What follows belongs to an exercise in optimizing a design on an open flow for small area, a short achievable clock period and few clock cycles per item; a production flow would make more cautious choices. Where RTL was checked, it was by simulation tests only, not by an equivalence proof against the original.

==> run D: inputs <==
## des
module des
(
    input  logic   clock,
    input  logic   rst,
    input  des_pkg::block_t key,
    input  des_pkg::block_t plaintext,
    input  logic   iv,
    output des_pkg::block_t ciphertext,
    output logic   ov
);
==> module des, before the edit <==
module des
(
    input  logic   clock,
    input  logic   rst,
    input  des_pkg::block_t key,
    input  des_pkg::block_t plaintext,
    input  logic   iv,
    output des_pkg::block_t ciphertext,
    output logic   ov
);
    localparam int KEY_COPIES = 2;
    localparam int ROUNDS_PER_COPY = ROUNDS / KEY_COPIES;
    logic [ROUNDS:1][SUBKEY_W-1:0] subkeys;
    logic [KEY_COPIES-1:0][BLOCK_W-1:0] key_q;
    logic [KEY_COPIES-1:0][ROUNDS:1][SUBKEY_W-1:0] copy_subkeys;
    logic [ROUNDS:0][BLOCK_W-1:0] state;
    logic [ROUNDS:0]       v;
    always_ff @(posedge clock) begin
        key_q[0] <= key;
        for (int c = 1; c < KEY_COPIES; c++) key_q[c] <= key_q[c-1];
    end
    for (genvar c = 0; c < KEY_COPIES; c++) begin : g_key
        des_key_schedule u_key_schedule (
            .key     (key_q[c]),
            .subkeys (copy_subkeys[c])
        );
        for (genvar r = c * ROUNDS_PER_COPY + 1; r <= (c + 1) * ROUNDS_PER_COPY; r++) begin : g_sel
            assign subkeys[r] = copy_subkeys[c][r];
        end
    end
    des_input_stage u_input_stage (
        .clock     (clock),
        .rst       (rst),
        .iv        (iv),
        .plaintext (plaintext),
        .out_valid (v[0]),
        .out_state (state[0])
    );
    for (genvar i = 1; i <= ROUNDS; i++) begin : g_round
        des_round u_round (
            .clock     (clock),
            .rst       (rst),
            .in_valid  (v[i-1]),
            .in_state  (state[i-1]),
            .subkey    (subkeys[i]),
            .out_valid (v[i]),
            .out_state (state[i])
        );
    end
    des_output_stage u_output_stage (
        .in_valid   (v[ROUNDS]),
        .in_state   (state[ROUNDS]),
        .ciphertext (ciphertext),
        .ov         (ov)
    );
endmodule
export LEC_CHECK = 0
export CAP_MARGIN = 20
export CORE_MARGIN = 2
export CORE_UTILIZATION = 40
export CTS_CLUSTER_DIAMETER = 100
export CTS_CLUSTER_SIZE = 30
export SETUP_SLACK_MARGIN = 0.9
export SLEW_MARGIN = 20
create_clock -name core_clock -period 3.5 [get_ports {clock}]
standard.sh (not shown) runs the stock make flow with config.mk's settings and CLKGATE_MAP_FILE= SYNTH_SCRIPT=/design/flow/synth_recipe.tcl, a recipe that flattens the netlist after the stock synthesis.
==> flow/flow/run.sh <==
#!/bin/bash
# Own flow: the standard layout (standard.sh) with two changes.
# - Synthesis runs through flow/synth.tcl, which maps with flow/abc_map.script,
#   and without ORFS's half-adder extraction (ADDER_MAP_FILE empty).
# - The buffers ORFS puts on every input and output port are buf_4 cells
#   instead of the slow delay buffer ORFS picks by default.
# Each tool's output is in orfs/logs; make's own output goes to flow_make.log.
set -euo pipefail
W=$(pwd)
export FLOW_ABC_SCRIPT=$W/flow/abc_map.script
bash standard.sh finish SYNTH_SCRIPT=$W/flow/synth.tcl ADDER_MAP_FILE= \
  "BUFFER_PORTS_ARGS=-buffer_cell sky130_fd_sc_hd__buf_4" > $W/flow_make.log 2>&1
==> flow/flow/abc_map.script <==
strash
dch
map -D 1500
topo
stime -c
buffer -c
upsize -c
dnsize -c
stime -c
==> flow/flow/synth.tcl <==
# The standard synthesis script (synth_recipe.tcl), with one change: the
# technology-mapping abc call uses flow/abc_map.script (delay-targeted mapping
# with area recovery, then ABC's buffering and gate sizing) in place of ORFS's
# abc_speed.script. Registers are untouched, so they keep the standard
# synthesis's names and cells.
proc synth {args} { yosys synth -nofsm -noshare {*}$args }
proc abc {args} {
  set i [lsearch -exact $args -script]
  if { $i >= 0 } {
    lset args [expr { $i + 1 }] $::env(FLOW_ABC_SCRIPT)
  }
  yosys abc {*}$args
}
source $::env(SCRIPTS_DIR)/synth.tcl
# left out here: clear keep_hierarchy, flatten, clean up, hide names made inside functions, write 1_2_yosys.v
==> inputs of run C, as changes to run D <==
--- a/flow/design.v
+++ b/flow/design.v
@@ -1474,3 +1474,3 @@
 );
-    localparam int KEY_COPIES = 2;
+    localparam int KEY_COPIES = 4;
     localparam int ROUNDS_PER_COPY = ROUNDS / KEY_COPIES;
Settings changed: CTS_CLUSTER_DIAMETER 100 to 60, CTS_CLUSTER_SIZE 30 to 20, PLACE_DENSITY set to 0.8.
==> inputs of run E, as changes to run D <==
--- a/flow/design.v
+++ b/flow/design.v
@@ -1474,3 +1474,3 @@
 );
-    localparam int KEY_COPIES = 2;
+    localparam int KEY_COPIES = 4;
     localparam int ROUNDS_PER_COPY = ROUNDS / KEY_COPIES;
Settings changed: CTS_CLUSTER_DIAMETER 100 to 80, CTS_CLUSTER_SIZE 30 to 24, PLACE_DENSITY set to 0.8.
==> results.txt <==
Maximum frequency: run E is lower than run C (0.78%). Against run C, the area after synthesis of run D is smaller by 1.8%. Against run D, the cell area of run E is smaller by about 2.6%. Sequential cell count is the same in run C and run E. The highest routed wire length belongs to run D, the lowest to run E.
==> figures <==
| quantity | run C | run E | run D |
|---|---|---|---|
| Fin util | 46.40% | 45.21% | 47.11% |
| Simple logic cell fraction of the synthesized area | 32.99% | 32.99% | 34.06% |
| Hold Path Origin | plaintext[33] | plaintext[37] | key[33] |
| Initial core utilization | 40.31% | 40.31% | 40.16% |
| Outcome | complete, no violations | complete, no violations | complete, no violations |
| Horiz. Die Dim | 477.5 um | 477.5 um | 473.2 um |
| Sequential cell area share | 26.23% | 26.94% | 24.01% |
| Compound-cell area share of the yosys netlist | 21.52% | 21.52% | 21.72% |
| Share of the final layout cell area in multi-input gates | 55.89% | 57.27% | 57.27% |
| Post-synthesis cell type count | 93 | 93 | 106 |
| Tap cell instance count | 2975 | 2975 | 2871 |
Testbench counts of run D, summed over its fixed seeds: cycles 8,728, items 8,192.
Testbench counts of run C, summed over its fixed seeds: cycles 8,728, items 8,192.
Testbench counts of run E, summed over its fixed seeds: cycles 8,728, items 8,192.


==> inputs of job 2441 <==
Another version of the RTL of des (not shown whole).
==> flow/design.v (excerpt) <==
module des
(
    input  logic   clock,
    input  logic   rst,
    input  des_pkg::block_t key,
    input  des_pkg::block_t plaintext,
    input  logic   iv,
    output des_pkg::block_t ciphertext,
    output logic   ov
);
    logic [ROUNDS:1][SUBKEY_W-1:0] subkeys;
    logic [BLOCK_W-1:0]  key_q;
    logic [ROUNDS:0][BLOCK_W-1:0] state;
    logic [ROUNDS:0]       v;
    always_ff @(posedge clock) key_q <= key;
    des_key_schedule u_key_schedule (
        .key     (key_q),
        .subkeys (subkeys)
    );
    des_input_stage u_input_stage (
        .clock     (clock),
        .rst       (rst),
        .iv        (iv),
        .plaintext (plaintext),
        .out_valid (v[0]),
        .out_state (state[0])
    );
    for (genvar i = 1; i <= ROUNDS; i++) begin : g_round
        des_round u_round (
            .clock     (clock),
            .rst       (rst),
            .in_valid  (v[i-1]),
            .in_state  (state[i-1]),
            .subkey    (subkeys[i]),
            .out_valid (v[i]),
            .out_state (state[i])
        );
    end
    des_output_stage u_output_stage (
        .in_valid   (v[ROUNDS]),
        .in_state   (state[ROUNDS]),
        .ciphertext (ciphertext),
        .ov         (ov)
    );
endmodule
==> module des, before the edit <==
module des
(
    input  logic   clock,
    input  logic   rst,
    input  des_pkg::block_t key,
    input  des_pkg::block_t plaintext,
    input  logic   iv,
    output des_pkg::block_t ciphertext,
    output logic   ov
);
    logic [ROUNDS:1][SUBKEY_W-1:0] subkeys;
    logic [BLOCK_W-1:0]  key_q;
    logic [ROUNDS:0][BLOCK_W-1:0] state;
    logic [ROUNDS:0]       v;
    always_ff @(posedge clock) key_q <= key;
    des_key_schedule u_key_schedule (
        .key     (key_q),
        .subkeys (subkeys)
    );
    des_input_stage u_input_stage (
        .clock     (clock),
        .rst       (rst),
        .iv        (iv),
        .plaintext (plaintext),
        .out_valid (v[0]),
        .out_state (state[0])
    );
    for (genvar i = 1; i <= ROUNDS; i++) begin : g_round
        des_round u_round (
            .clock     (clock),
            .rst       (rst),
            .in_valid  (v[i-1]),
            .in_state  (state[i-1]),
            .subkey    (subkeys[i]),
            .out_valid (v[i]),
            .out_state (state[i])
        );
    end
    des_output_stage u_output_stage (
        .in_valid   (v[ROUNDS]),
        .in_state   (state[ROUNDS]),
        .ciphertext (ciphertext),
        .ov         (ov)
    );
endmodule
Settings: LEC_CHECK=0, ABC_AREA=1, CAP_MARGIN=20, CORE_MARGIN=2, CORE_UTILIZATION=40, SLEW_MARGIN=20; clock period 3.5 ns.
run.sh (not shown) runs the stock make flow with config.mk's settings and CLKGATE_MAP_FILE= SYNTH_SCRIPT=/design/flow/synth_recipe.tcl, a recipe that flattens the netlist after the stock synthesis.
Stock flow here: none of the scripts above is used.
==> inputs of job 6226, as changes to job 2441 <==
--- a/flow/design.v
+++ b/flow/design.v
@@ -2076,15 +2076,26 @@
     output des_pkg::block_t ciphertext,
     output logic   ov
 );
+    localparam int KEY_COPIES = 4;
+    localparam int ROUNDS_PER_COPY = ROUNDS / KEY_COPIES;
     logic [ROUNDS:1][SUBKEY_W-1:0] subkeys;
-    logic [BLOCK_W-1:0]  key_q;
+    logic [KEY_COPIES-1:0][BLOCK_W-1:0] key_q;
+    logic [KEY_COPIES-1:0][ROUNDS:1][SUBKEY_W-1:0] copy_subkeys;
     logic [ROUNDS:0][BLOCK_W-1:0] state;
     logic [ROUNDS:0]       v;
-    always_ff @(posedge clock) key_q <= key;
-    des_key_schedule u_key_schedule (
-        .key     (key_q),
-        .subkeys (subkeys)
-    );
+    always_ff @(posedge clock) begin
+        key_q[0] <= key;
+        for (int c = 1; c < KEY_COPIES; c++) key_q[c] <= key_q[c-1];
+    end
+    for (genvar c = 0; c < KEY_COPIES; c++) begin : g_key
+        des_key_schedule u_key_schedule (
+            .key     (key_q[c]),
+            .subkeys (copy_subkeys[c])
+        );
+        for (genvar r = c * ROUNDS_PER_COPY + 1; r <= (c + 1) * ROUNDS_PER_COPY; r++) begin : g_sel
+            assign subkeys[r] = copy_subkeys[c][r];
+        end
+    end
     des_input_stage u_input_stage (
         .clock     (clock),
         .rst       (rst),
- CTS_CLUSTER_DIAMETER: not set -> 100
- CTS_CLUSTER_SIZE: not set -> 30
- SETUP_SLACK_MARGIN: not set -> 0.6
==> inputs of job 8605, as changes to job 2441 <==
- SETUP_SLACK_MARGIN: not set -> 1.2
==> results.txt <==
item	job 6226	job 8605	job 2441
Run status	finished clean	finished clean	finished clean
Synthesized area per cell	6.249 sq um	6.194 sq um	6.194 sq um
Number of sequential cells in the layout	1329	1161	1161
Dpl hpwl	314100 um	335600 um	338900 um
Minimum hold slack	0.3195 ns	0.2756 ns	0.3036 ns
Number of well taps	3366	3330	3330
Via count	106800	118600	108400
Reg-to-reg endpoint	g_round[4].u_round.out_state[21]	g_round[3].u_round.out_state[16]	g_round[6].u_round.out_state[1]
Buffer count from post-CTS setup fixing	0	404	0
Flip-flop and latch share of the layout cell area	0.2374	0.1641	0.2053
Cell Count, Final, Fillers Out	20070	21490	20170
GPL Wtd Cong	1.030	1.022	1.034
Height of the chip	508.2 um	503.5 um	503.5 um
Layout clock buffer count	84	178	195
Instance count on the critical path	8	13	11
Mapped cell area	0.1017 sq mm	0.09981 sq mm	0.09981 sq mm
Largest driver fanout on the critical path	8	4	11
Reg clk slew, reported paths	0.11 ns	0.06 ns	0.07 ns
Parity-gate share of the synthesized area counting xor and xnor cells	0.1053	0.1100	0.1100
Final worst clock skew	0.05698 ns	0.03888 ns	0.03049 ns
Multi-input logic cell count	12870	12950	12950
Required time at the endpoint of the critical path	4.17 ns	4.25 ns	4.20 ns
Vias in the first global route	96610	102600	99160
Testbench counts of job 6226, summed over its fixed seeds: cycles 8,728, items 8,192.
Only the layout flow was run in job 2441 and job 8605; the RTL was not checked for function there.

port drivers added, routing unchanged:
The flow's constraints put no driver on any port. The routed layouts listed below were extracted and timed again, unchanged, in two steps. Step 1, drivers: a clkbuf_16 drives clock and a buf_2 each remaining input, both assumed. Step 2 adds t to the input delays and takes it off the output delays; t is the mean of the earliest and latest rising clock arrival at the registers after step 1. Input paths then give back, and output paths get back, about the clock's delay inside the block. a / b / c = ideal / step 1 / step 2; a / b = the first two.
| run | shift t [ns] | setup slack, ns | hold slack, ns | pins driven straight from the clock port |
|---|---|---|---|---|
| run D | 0.865 | 0.847 / 0.847 / 0.847 | 0.046 / -0.025 / 0.362 | 1 |
| run C | 0.885 | 0.909 / 0.909 / 0.909 | 0.032 / -0.028 / 0.353 | 1 |
| run E | 0.841 | 0.888 / 0.888 / 0.888 | 0.023 / -0.038 / 0.356 | 1 |
| job 2441 | 0.923 | 0.393 / 0.393 / 0.393 | 0.304 / 0.225 / 0.349 | 1 |
| job 6226 | 0.871 | 0.690 / 0.690 / 0.690 | 0.320 / 0.243 / 0.355 | 1 |
| job 8605 | 0.934 | 1.061 / 1.061 / 1.061 | 0.276 / 0.199 / 0.367 | 1 |
After both steps setup and hold are still met in every run listed.
